This design comes from an exercise in tuning for small area, a short achievable clock period and few clock cycles per item on the open sky130 flow, not from production work. Only simulation tests tie the RTL to the original design; equivalence was not proved. Power is estimated from default activity; no workload was simulated.

### design/flow/constraint.sdc
create_clock -name core_clock -period 10.0 [get_ports {i_clk}]
set_input_delay 2.0000 -clock core_clock [delete_from_list [all_inputs] [get_ports {i_clk}]]
set_output_delay 2.0000 -clock core_clock [all_outputs]
set_load 0.01 [all_outputs]
### design/flow/config.mk
export PLATFORM = sky130hd
export DESIGN_NAME = intermittent_compression_mode_controller
export DESIGN_NICKNAME = intermittent_compression_mode_controller
export VERILOG_FILES = /design/flow/design.v
export SDC_FILE = /design/flow/constraint.sdc
export NUM_CORES = 4
export LEC_CHECK = 0
export CAP_MARGIN = 20
export CORE_MARGIN = 2
export CORE_UTILIZATION = 40
export SLEW_MARGIN = 20
### design/flow/design.v
package icmc_pkg;
    localparam int HistoryLenDef = 12;
    localparam int ThetaDef      = 37;
    localparam int CountWidthDef = 32;
    localparam int CfgIdxW  = 3;
    localparam int CfgDataW = 32;
    localparam int ThrW     = 32;
    localparam int SumW     = 15;
    localparam logic [1:0] EV_MEMOPS = 2'd0;
    localparam logic [1:0] EV_EVICT  = 2'd1;
    localparam logic [1:0] EV_PWROFF = 2'd2;
    localparam logic [1:0] EV_REBOOT = 2'd3;
    localparam logic [CfgIdxW-1:0] REG_INIT_THR   = 3'd0;
    localparam logic [CfgIdxW-1:0] REG_CONF_INIT  = 3'd1;
    localparam logic [CfgIdxW-1:0] REG_CLOSE_FRAC = 3'd2;
    localparam logic [CfgIdxW-1:0] REG_AIMD_EN    = 3'd3;
    localparam logic [CfgIdxW-1:0] REG_CAP_FRAC   = 3'd4;
    localparam logic [CfgIdxW-1:0] REG_CONF_MIN   = 3'd5;
    localparam logic [CfgIdxW-1:0] REG_PRED_EN    = 3'd6;
    localparam logic [CfgIdxW-1:0] REG_PRED_VOL   = 3'd7;
    typedef struct packed {
        logic load;      
        logic phase2;    
        logic walk;      
        logic walk_init;
        logic done;      
    } t_cmd;
    typedef struct packed {
        logic walk_last;
        logic need_walk;
    } t_status;
endpackage
module icmc_ctrl (
    input  logic              i_clk,
    input  logic              i_rst_n,
    input  logic              i_valid,
    output logic              o_ready,
    output logic              o_valid,
    input  logic              i_ready,
    input  icmc_pkg::t_status i_status,
    output icmc_pkg::t_cmd    o_cmd
);
    localparam logic [1:0] S_IDLE = 2'd0;
    localparam logic [1:0] S_PH2  = 2'd1;
    localparam logic [1:0] S_WALK = 2'd2;
    logic [1:0] r_state, n_state;
    logic       r_ovalid, n_ovalid;
    logic       accept, fin;
    assign o_ready = (r_state == S_IDLE) && (!r_ovalid || i_ready);
    assign accept  = i_valid && o_ready;
    assign o_valid = r_ovalid;
    always_comb begin
        n_state = r_state;
        fin     = 1'b0;
        o_cmd   = '0;
        case (r_state)
            S_IDLE: begin
                if (accept) begin
                    o_cmd.load = 1'b1;
                    n_state    = S_PH2;
                end
            end
            S_PH2: begin
                o_cmd.phase2 = 1'b1;
                if (i_status.need_walk) begin
                    o_cmd.walk_init = 1'b1;
                    n_state = S_WALK;
                end else begin
                    fin     = 1'b1;
                    n_state = S_IDLE;
                end
            end
            S_WALK: begin
                o_cmd.walk = 1'b1;
                if (i_status.walk_last) begin
                    fin     = 1'b1;
                    n_state = S_IDLE;
                end
            end
            default: n_state = S_IDLE;
        endcase
        o_cmd.done = fin;
    end
    always_comb begin
        n_ovalid = r_ovalid;
        if (r_ovalid && i_ready) n_ovalid = 1'b0;
        if (fin) n_ovalid = 1'b1;
    end
    always_ff @(posedge i_clk) begin
        if (!i_rst_n) begin
            r_state  <= S_IDLE;
            r_ovalid <= 1'b0;
        end else begin
            r_state  <= n_state;
            r_ovalid <= n_ovalid;
        end
    end
endmodule
module icmc_dp #(
    parameter int HISTORY_LEN = icmc_pkg::HistoryLenDef,
    parameter int THETA       = icmc_pkg::ThetaDef,
    parameter int COUNT_WIDTH = icmc_pkg::CountWidthDef
) (
    input  logic                          i_clk,
    input  logic                          i_rst_n,
    input  logic                          i_cfg_we,
    input  logic [icmc_pkg::CfgIdxW-1:0]  i_cfg_idx,
    input  logic [icmc_pkg::CfgDataW-1:0] i_cfg_data,
    input  logic [1:0]                    i_mode,
    input  logic [3:0]                    i_op_count,
    input  icmc_pkg::t_cmd                i_cmd,
    output icmc_pkg::t_status             o_status,
    output logic                          o_regular_active,
    output logic                          o_mode_changed,
    output logic                          o_gate_vetoed,
    output logic [icmc_pkg::ThrW-1:0]     o_threshold_now,
    output logic [1:0]                    o_confidence_now,
    output logic signed [icmc_pkg::SumW-1:0] o_predictor_out
);
    localparam int CW = COUNT_WIDTH;
    localparam int SW = icmc_pkg::SumW;
    localparam int TW = icmc_pkg::ThrW;
    localparam int HW = (HISTORY_LEN > 1) ? $clog2(HISTORY_LEN + 1) : 1;
    localparam logic [CW-1:0] CMAX = {CW{1'b1}};
    localparam logic [CW+3:0] RECIP_FULL =
        ({1'b1, {(CW+3){1'b0}}} + (CW+4)'(9)) / (CW+4)'(10);
    localparam logic [CW-1:0] RECIP10 = RECIP_FULL[CW-1:0];
    logic [31:0] r_init_thr;
    logic [1:0]  r_conf_init, r_conf_min;
    logic [7:0]  r_close_frac, r_cap_frac;
    logic        r_aimd_en, r_pred_en, r_pred_vol;
    logic [CW-1:0]        r_mem, r_prev, r_thr, r_evict;
    logic signed [CW:0]   r_adj;
    logic [1:0]           r_conf;
    logic                 r_reg, r_hval, r_gate;
    logic signed [7:0]    r_w [HISTORY_LEN+1];
    logic signed [1:0]    r_hist [HISTORY_LEN];
    logic signed [icmc_pkg::SumW-1:0] r_sum;
    logic [1:0]           r_ev;
    logic [3:0]           r_ops;
    logic                 r_changed;
    logic                 r_close;      
    logic                 r_train;      
    logic [HW-1:0]        r_widx;
    logic signed [icmc_pkg::SumW-1:0] r_acc;
    logic [CW+7:0]        r_prod;       
    logic [CW-1:0]        r_err;
    logic                 r_pof_go;
    logic [CW-1:0]        r_thr_tenth;  
    logic [2*CW-1:0]      tenth_prod;
    logic                 r_o_reg, r_o_chg, r_o_gate;
    logic [icmc_pkg::ThrW-1:0]      r_o_thr;
    logic [1:0]           r_o_conf;
    logic signed [icmc_pkg::SumW-1:0] r_o_sum;
    function automatic logic [CW-1:0] sat_add(input logic [CW-1:0] a,
                                             input logic [CW-1:0] b);
        logic [CW:0] s;
        s = {1'b0, a} + {1'b0, b};
        sat_add = s[CW] ? CMAX : s[CW-1:0];
    endfunction
    function automatic logic [CW-1:0] load_thr(input logic [31:0] v);
        logic [CW-1:0] t;
        if (v == 32'd0) t = CW'(1);
        else if (CW < 32 && (v >> CW) != 32'd0) t = CMAX;
        else t = CW'(v);
        load_thr = t;
    endfunction
    logic [CW-1:0]      mem_new;
    logic signed [CW+1:0] diff;
    logic               hit, veto;
    logic signed [CW:0] adj_new;
    logic [CW-1:0]      err_abs;
    logic [CW-1:0]      prev_mc;
    logic [CW-1:0]      thr_half, thr_tenth, thr_step;
    logic [CW-1:0]      thr_aimd;
    logic [CW+7:0]      prod_src;
    assign mem_new = sat_add(r_mem, CW'(r_ops));
    assign diff    = $signed({2'b00, r_prev}) - $signed({2'b00, mem_new});
    assign hit     = diff <= $signed({2'b00, r_thr});
    assign veto    = (r_pred_en && r_sum < 0) ||
                     (r_conf_min != 2'd0 && r_conf < r_conf_min);
    assign adj_new = $signed({1'b0, r_mem}) - $signed({1'b0, r_prev});
    assign err_abs = adj_new < 0 ? CW'(-adj_new) : CW'(adj_new);
    always_comb begin
        prev_mc = r_mem;
        if (r_conf <= 2'd1) begin
            if (r_adj < 0) begin
                prev_mc = ($unsigned(-r_adj) >= {1'b0, r_mem}) ? '0 :
                          r_mem - CW'($unsigned(-r_adj));
            end else begin
                prev_mc = (r_adj[CW] || r_adj[CW-1:0] > CMAX - r_mem) ? CMAX :
                          r_mem + r_adj[CW-1:0];
            end
        end
    end
    assign tenth_prod = (2*CW)'(r_thr) * (2*CW)'(RECIP10);
    assign thr_half  = r_thr >> 1;
    assign thr_tenth = r_thr_tenth;
    assign thr_step  = (thr_tenth == '0) ? CW'(1) : thr_tenth;
    assign thr_aimd  = (r_evict > thr_half) ?
                       ((thr_half == '0) ? CW'(1) : thr_half) : sat_add(r_thr, thr_step);
    assign prod_src = (i_mode == icmc_pkg::EV_PWROFF) ? ({8'd0, r_prev} * {{CW{1'b0}}, r_close_frac})
                                            : ({8'd0, prev_mc} * {{CW{1'b0}}, r_cap_frac});
    logic [CW-1:0] frac_res, cap;
    logic          close_c, train_c;
    logic signed [icmc_pkg::SumW-1:0] mag;
    assign frac_res = r_prod[CW+7:8];
    assign close_c  = r_err <= frac_res;
    assign cap      = (frac_res == '0) ? CW'(1) : frac_res;
    assign mag      = (r_sum < 0) ? -r_sum : r_sum;
    assign train_c  = ((r_sum >= 0) != close_c) || (mag <= SW'(THETA));
    logic [CW-1:0] thr_new;
    logic [1:0]    conf_new;
    assign thr_new  = (r_cap_frac != 8'd0 && thr_aimd > cap) ? cap : thr_aimd;
    assign conf_new = close_c ? ((r_conf != 2'd3) ? r_conf + 2'd1 : r_conf)
                              : ((r_conf != 2'd0) ? r_conf - 2'd1 : r_conf);
    logic last;
    assign last = (r_widx == HW'(HISTORY_LEN));
    assign o_status.walk_last = last;
    assign o_status.need_walk = r_pred_en && ((r_ev == icmc_pkg::EV_PWROFF && r_pof_go) ||
                                              r_ev == icmc_pkg::EV_REBOOT);
    logic signed [8:0] w_cur, w_inc;
    logic signed [1:0] h_cur;
    always_comb begin
        h_cur = (r_widx == '0) ? 2'sd1 : r_hist[r_widx - HW'(1)];
        w_cur = 9'(r_w[r_widx]);
        if (r_close) w_inc = w_cur + 9'(h_cur);
        else         w_inc = w_cur - 9'(h_cur);
        if (w_inc > 9'sd127) w_inc = 9'sd127;
        if (w_inc < -9'sd127) w_inc = -9'sd127;
    end
    logic signed [icmc_pkg::SumW-1:0] term;
    always_comb begin
        case (h_cur)
            2'sd1:   term = SW'(r_w[r_widx]);
            -2'sd1:  term = -(SW'(r_w[r_widx]));
            default: term = '0;
        endcase
    end
    always_ff @(posedge i_clk) begin
        if (!i_rst_n) begin
            r_init_thr   <= 32'd16;
            r_conf_init  <= 2'd2;
            r_close_frac <= 8'd26;
            r_aimd_en    <= 1'b1;
            r_cap_frac   <= 8'd0;
            r_conf_min   <= 2'd0;
            r_pred_en    <= 1'b0;
            r_pred_vol   <= 1'b0;
            r_mem   <= '0;
            r_prev  <= '0;
            r_thr   <= load_thr(32'd16);
            r_evict <= '0;
            r_adj   <= '0;
            r_conf  <= 2'd2;
            r_reg   <= 1'b0;
            r_hval  <= 1'b0;
            r_gate  <= 1'b0;
            r_sum   <= '0;
            for (int i = 0; i <= HISTORY_LEN; i++) r_w[i] <= '0;
            for (int i = 0; i < HISTORY_LEN; i++) r_hist[i] <= '0;
        end else begin
            if (i_cfg_we) begin
                case (i_cfg_idx)
                    icmc_pkg::REG_INIT_THR: begin
                        r_init_thr <= i_cfg_data;
                        r_thr      <= load_thr(i_cfg_data);
                    end
                    icmc_pkg::REG_CONF_INIT: begin
                        r_conf_init <= i_cfg_data[1:0];
                        r_conf      <= i_cfg_data[1:0];
                    end
                    icmc_pkg::REG_CLOSE_FRAC: r_close_frac <= i_cfg_data[7:0];
                    icmc_pkg::REG_AIMD_EN:    r_aimd_en    <= i_cfg_data[0];
                    icmc_pkg::REG_CAP_FRAC:   r_cap_frac   <= i_cfg_data[7:0];
                    icmc_pkg::REG_CONF_MIN:   r_conf_min   <= i_cfg_data[1:0];
                    icmc_pkg::REG_PRED_EN:    r_pred_en    <= i_cfg_data[0];
                    icmc_pkg::REG_PRED_VOL:   r_pred_vol   <= i_cfg_data[0];
                    default: ;
                endcase
            end
            if (i_cmd.phase2) begin
                case (r_ev)
                    icmc_pkg::EV_MEMOPS: begin
                        r_mem <= mem_new;
                        if (!r_reg && r_hval && !r_gate && hit) begin
                            if (veto) r_gate <= 1'b1;
                            else      r_reg  <= 1'b1;
                        end
                    end
                    icmc_pkg::EV_EVICT: if (r_reg) r_evict <= sat_add(r_evict, CW'(1));
                    icmc_pkg::EV_PWROFF: begin
                        if (!r_hval) begin
                            r_adj  <= '0;
                            r_hval <= 1'b1;
                        end else begin
                            r_adj  <= adj_new;
                            r_conf <= conf_new;
                        end
                    end
                    default: begin
                        r_prev  <= prev_mc;
                        r_mem   <= '0;
                        r_evict <= '0;
                        r_gate  <= 1'b0;
                        r_reg   <= 1'b0;
                        if (r_aimd_en && !r_gate) r_thr <= thr_new;
                        if (r_pred_en && r_pred_vol) begin
                            for (int i = 0; i <= HISTORY_LEN; i++) r_w[i] <= '0;
                            for (int i = 0; i < HISTORY_LEN; i++) r_hist[i] <= '0;
                        end
                    end
                endcase
            end
            if (i_cmd.walk) begin
                if (r_ev == icmc_pkg::EV_PWROFF) begin
                    if (r_train) r_w[r_widx] <= 8'(w_inc);
                    if (last) begin
                        for (int i = HISTORY_LEN - 1; i > 0; i--) r_hist[i] <= r_hist[i-1];
                        r_hist[0] <= r_close ? 2'sd1 : -2'sd1;
                    end
                end else if (last) begin
                    r_sum <= r_acc + term;
                end
            end
        end
    end
    always_ff @(posedge i_clk) begin
        if (i_cmd.load) begin
            r_ev        <= i_mode;
            r_ops       <= i_op_count;
            r_changed   <= 1'b0;
            r_err       <= err_abs;
            r_pof_go    <= r_hval;
            r_thr_tenth <= CW'(tenth_prod[2*CW-1:CW+3]);
        end
        if (i_cmd.load) r_prod <= prod_src;
        if (i_cmd.phase2) begin
            r_close <= close_c;
            r_train <= train_c;
            r_changed <= (r_ev == icmc_pkg::EV_MEMOPS) ?
                         (!r_reg && r_hval && !r_gate && hit && !veto) :
                         (r_ev == icmc_pkg::EV_REBOOT) ? r_reg : 1'b0;
        end
        if (i_cmd.walk_init) begin
            r_widx <= '0;
            r_acc  <= '0;
        end else if (i_cmd.walk) begin
            r_widx <= r_widx + HW'(1);
            r_acc  <= r_acc + term;
        end
        if (i_cmd.done) begin
            r_o_reg  <= (i_cmd.phase2 && r_ev == icmc_pkg::EV_MEMOPS) ?
                        (r_reg || (!r_reg && r_hval && !r_gate && hit && !veto)) :
                        (i_cmd.phase2 && r_ev == icmc_pkg::EV_REBOOT) ? 1'b0 : r_reg;
            r_o_chg  <= i_cmd.phase2 ? ((r_ev == icmc_pkg::EV_MEMOPS) ?
                        (!r_reg && r_hval && !r_gate && hit && !veto) :
                        (r_ev == icmc_pkg::EV_REBOOT) ? r_reg : 1'b0) : r_changed;
            r_o_gate <= (i_cmd.phase2 && r_ev == icmc_pkg::EV_MEMOPS) ?
                        (r_gate || (!r_reg && r_hval && hit && veto)) :
                        (i_cmd.phase2 && r_ev == icmc_pkg::EV_REBOOT) ? 1'b0 : r_gate;
            r_o_thr  <= (i_cmd.phase2 && r_ev == icmc_pkg::EV_REBOOT && r_aimd_en && !r_gate) ?
                        TW'(thr_new) : TW'(r_thr);
            r_o_conf <= (i_cmd.phase2 && r_ev == icmc_pkg::EV_PWROFF && r_hval) ? conf_new : r_conf;
            r_o_sum  <= (i_cmd.walk && r_ev == icmc_pkg::EV_REBOOT) ? r_acc + term : r_sum;
        end
    end
    assign o_regular_active = r_o_reg;
    assign o_mode_changed   = r_o_chg;
    assign o_gate_vetoed    = r_o_gate;
    assign o_threshold_now  = r_o_thr;
    assign o_confidence_now = r_o_conf;
    assign o_predictor_out  = r_o_sum;
endmodule
module intermittent_compression_mode_controller #(
    parameter int HISTORY_LEN = icmc_pkg::HistoryLenDef,
    parameter int THETA       = icmc_pkg::ThetaDef,
    parameter int COUNT_WIDTH = 16
) (
    input  logic                          i_clk,
    input  logic                          i_rst_n,
    input  logic                          i_cfg_we,
    input  logic [icmc_pkg::CfgIdxW-1:0]  i_cfg_idx,
    input  logic [icmc_pkg::CfgDataW-1:0] i_cfg_data,
    input  logic                          i_valid,
    output logic                          o_ready,
    input  logic [1:0]                    i_mode,
    input  logic [3:0]                    i_op_count,
    output logic                          o_valid,
    input  logic                          i_ready,
    output logic                          o_regular_active,
    output logic                          o_mode_changed,
    output logic                          o_gate_vetoed,
    output logic [icmc_pkg::ThrW-1:0]     o_threshold_now,
    output logic [1:0]                    o_confidence_now,
    output logic signed [icmc_pkg::SumW-1:0] o_predictor_out
);
    icmc_pkg::t_cmd    cmd;
    icmc_pkg::t_status status;
    icmc_ctrl u_ctrl (
        .i_clk, .i_rst_n, .i_valid, .o_ready, .o_valid, .i_ready,
        .i_status(status), .o_cmd(cmd)
    );
    icmc_dp #(
        .HISTORY_LEN(HISTORY_LEN), .THETA(THETA), .COUNT_WIDTH(COUNT_WIDTH)
    ) u_dp (
        .i_clk, .i_rst_n, .i_cfg_we, .i_cfg_idx, .i_cfg_data,
        .i_mode, .i_op_count, .i_cmd(cmd), .o_status(status),
        .o_regular_active, .o_mode_changed, .o_gate_vetoed,
        .o_threshold_now, .o_confidence_now, .o_predictor_out
    );
endmodule
### design/flow/run.sh
#!/bin/bash
# synth_recipe.tcl (not shown) runs the flow's synth.tcl, then flattens the netlist and writes it again
# the make line also repeats each setting of config.mk as NAME=value (left out here)
make -C /OpenROAD-flow-scripts/flow DESIGN_CONFIG=/design/flow/config.mk WORK_HOME=/design/flow/orfs CLKGATE_MAP_FILE= SYNTH_SCRIPT=/design/flow/synth_recipe.tcl finish
==> summary.txt <==
Cells and area
  • Commonest cells after routing, fill and taps aside: sky130_fd_sc_hd__inv_1, sky130_fd_sc_hd__ha_1, sky130_fd_sc_hd__nand2_1, sky130_fd_sc_hd__nor2_1, sky130_fd_sc_hd__fa_1
  • Most common cell after layout, fill and taps aside: sky130_fd_sc_hd__inv_1
  • Area added between synthesis and finish: 9.593%
  • Utilization of the core after routing: around 44%
  • Most flop-heavy register: u_dp.r_w
  • Total number of nets in the final design: 4836
  • Footprint of the flip-flops and latches: between 10000 and 15000 µm²
  • Ratio of cells with drive above 1 in the final layout: 5.059%
  • Biggest regs: u_dp.r_w: 128 flops, u_dp.r_hist: 24 flops, u_dp.r_adj: 17 flops
  • Multi-input logic area: 24650 µm²
  • Number of flip-flops in the largest register: 128
  • Layout filler cell count: 9156

Clocking
  • Clock slew at reported path FFs: around 0.06 ns
  • CTS buffer count: 48
  • Largest buffer count on any clock path: 3
  • Cell at the root of the clock tree: sky130_fd_sc_hd__clkbuf_16
  • TritonCTS clock tree: done
  • Source-to-sink clock delay at the later pin of the worst-skew pair: between 0.6 and 0.7 ns
  • Sink Count: between 300 and 400
  • Number of levels the H-tree was split into: 2
  • Post-CTS Setup Repair Bufs: 0

Route
  • Iteration-0 DRC count of the detailed router: around 2200
  • Post-route ant nets: 0
  • Top layer in use: met4
  • Routed WL: ~110000 µm
  • Per-cell via count in the routed design: 5.483
  • Number of iterations in the first detailed-routing pass: 5
  • Final routed DRC violation total: 0
  • M1 wire length: 48280 µm
  • Routed length per placed instance: about 20 µm
  • WL met2: between 40000 and 50000 µm
  • Routed length on met3: ~7300 µm
  • Routed via count: approximately 30000

STA
  • Setup skew after layout: between 0.04 and 0.05 ns
  • Pin slew with the least headroom to its limit: between 1 and 1.5 ns
  • Final hold violation count: 0
  • Crit share post-route: roughly 94%
  • Count of final setup violators: 0
  • RSZ-0062 raised after global routing: no
  • Count of pins over their slew limit: 0
  • Maximum frequency from static timing analysis: 106.6 MHz
  • Total Neg Setup Slack: 0 ns
  • Time the final worst path needs with I/O delays and setup: roughly 9.4 ns
  • Remaining max-slew budget at the tightest pin: 32.05%

Setup path
  • Longest individual stage delay on the worst path: 0.55 ns
  • Type of the setup path with the least slack: reg -> reg
  • Count of buffer and inverter cells on the critical path: 2
  • Req. time, crit path: between 10 and 15 ns
  • Register-to-register setup slack: 0.61 ns
  • Endpoint of the most critical register-to-register path: u_dp.r_prod[23]
  • Arrival time at the worst endpoint: approximately 10 ns
  • Top cell family by delay on the critical path: simple AND/OR/NAND/NOR gates
  • FF-to-FF Start: u_dp.r_adj[2]
  • Worst reg2reg path depth: 34
  • Largest fanout on the critical path: 10
  • CP max stage cell: sky130_fd_sc_hd__fa_1
  • Worst Setup Start Kind: flop
  • Endpoint class of the critical path: flop

Logic synthesis
  • Top cell type by total area after synthesis: sky130_fd_sc_hd__edfxtp_1
  • Sequential share of the synthesized area: 26.84%
  • Synth area leaders: sky130_fd_sc_hd__edfxtp_1, sky130_fd_sc_hd__ha_1, sky130_fd_sc_hd__fa_1
  • EDFF count, synth: around 220
  • Warning count from the yosys run: 3
  • Predominant post-synthesis flop cell: sky130_fd_sc_hd__edfxtp_1
  • Ys async rst share: 0%
  • Post-synth cell types: a little over 90
  • Area fraction of the dominant cell type after synthesis: 17.62%
  • Total of flip-flops plus latches after synthesis: a little under 400
  • Synthesized instance count: between 4000 and 5000
  • Netlist area before placement: roughly 37000 µm²
  • Average cell area after synthesis: around 9.1 µm²

Worst hold path
  • Worst hold path stage count: 2
  • Hold/Removal Path Class: reg -> reg
  • Beginning of the worst hold path: u_dp.r_conf_min[1]
  • Worst Hold Path EP: u_dp.r_conf_min[1]

Job
  • Max capacitance violation total: 0

Global route
  • Total routing resource utilization after global routing: roughly 22%
  • First-pass GRT wire length: between 150000 and 200000 µm
  • Number of global-route vias before repair: approximately 29000
  • Pin count of the biggest net entering global routing: 58
  • Overflow left after global routing: 0
  • Number of antenna violations at the first check in global routing: 1

Die
  • I/O pin count: 100
  • Floorplan die height: approximately 310 µm
  • Starting density of the core: 40.18%
  • Area inside the core boundary: 92910 µm²
  • Width of the die: 309.5 µm
  • Num rows: ~110
  • Area of the die: between 90000 and 100000 µm²

Power
  • Leak: around 18 nW
  • Power Density: roughly 140 nW/µm²
  • Peak VDD IR: approximately 0.13 mV

Placed design
  • Number of port buffers: 83
  • Placed wire-length estimate: 83370 µm
  • Routability congestion estimate from global placement: roughly 0.95

Run status
  • Outcome: no timing/DRC/antenna violations
Yosys cell counts, drive strengths merged, types with 29 or more instances:
cell type,n
nand2b,29
a21o,59
mux2i,30
and3,36
nor2,356
and2,148
xor2,48
o21a,49
o21ai,130
fa,255
a211oi,44
clkbuf,163
nand4,48
nand3,75
nor3,69
nor2b,45
a31oi,35
ha,424
or3,36
xnor2,110
mux4,40
inv,522
a21oi,232
nand2,376
dfxtp,172
edfxtp,219
tightest hold or removal path: stages (launching register included):
cell	delay, ns
sky130_fd_sc_hd__dfxtp_1	0.31
sky130_fd_sc_hd__nand2_1	0.05
sky130_fd_sc_hd__a21oi_1	0.06
cell families after synthesis:
family	Yosys count	synth area share (%)
fa+ha+maj	679	27.89
simple gates	1299	16.64
mux	86	3.701
flops	391	26.84
xor+xnor	158	3.727
compound gates	786	13.83
buf+inv	713	7.368
other cells	1	0.01005
stage by stage:
| stage | hold WS, ns | instance area [µm²] | worst slack [ns] | std cells | power, mW |
|---|---|---|---|---|---|
| 2_1_floorplan | 0.4064 | 37380 | 1.395 | 4128 | 3.238 |
| 3_3_place_gp | 0.4526 | 39310 | 0.6903 | 5313 | 3.789 |
| 3_5_place_dp | 0.4588 | 39320 | 0.5662 | 5314 | 3.811 |
| 4_1_cts | 0.4748 | 40890 | 0.5184 | 5404 | 5.574 |
| 5_1_grt | 0.4941 | 40910 | 0.07406 | 5405 | 5.873 |
| 6_report | 0.4764 | 40910 | 0.6149 | 5406 | 5.534 |
how the worst max path moves through the flow:
stage	start	end	cells past startpoint	slack (ns)
3_3_place_gp	u_dp.r_adj[2]	u_dp.r_prod[18]	34	0.69
4_1_cts	u_dp.r_adj[2]	u_dp.r_prod[18]	34	0.52
3_5_place_dp	u_dp.r_adj[2]	u_dp.r_prod[18]	34	0.57
5_1_grt	u_dp.r_adj[2]	u_dp.r_prod[23]	35	0.07
2_1_floorplan	u_dp.r_adj[2]	u_dp.r_prod[18]	34	1.40
6_report	u_dp.r_adj[2]	u_dp.r_prod[23]	34	0.61
layout make-up:
cell class / count / share of cell area, %
Multi-Input combinational cell: 3024 / 60.26
Sequential cell: 391 / 24.50
Inverter: 522 / 4.793
Tap cell: 1254 / 3.835
Clock buffer: 57 / 3.019
Timing Repair Buffer: 124 / 2.780
Clock inverter: 33 / 0.8136
Antenna cell: 1 / 0.006117
power breakdown:
part / internal (mW) / leakage (nW) / switching (mW)
clock network: 0.979 / 0.758 / 0.765
registers: 1.82 / 3.52 / 0.0797
logic: 0.725 / 14.1 / 1.16
metal layers:
metal	vias to the layer above	track usage (%)
li1	14130	-
met1	14385	31.08
met2	923	35.57
met3	201	3.081
met4	0	7.643
met5	-	0
repair_timing:
item,4_1_cts,5_1_grt
gates resized for setup,0,2
setup endpoints to repair,0,4
hold buffers,0,0
Testbench counts, summed over its fixed seeds: cycles 19,936, items 4,829.

-- re-timing with driven ports --
The results above use ideal ports. As a check the final layout listed here was re-extracted and re-timed, cells and wires unchanged.
Step 1, drivers: a clkbuf_16 drives i_clk and a buf_2 each remaining input, both assumed.
Step 2 moves the port delays by t, midway between the first and last clock arrival at a register: inputs arrive t later, outputs are due t later. That takes back most of the time a late clock gives input paths.
Three values: ideal, step 1, step 2; two values: the first two.
shift t [ns]: 0.675
slack for setup (ns): 0.615 / 0.615 / 0.615
latest minus earliest clock arrival (ns): 0.050 / 0.051
cell pins on the clock port's net: 1
After both steps this run still meets setup and hold. For this run, drivers alone change the setup slack by 0.000 ns; drivers and shift together by 0.000 ns.
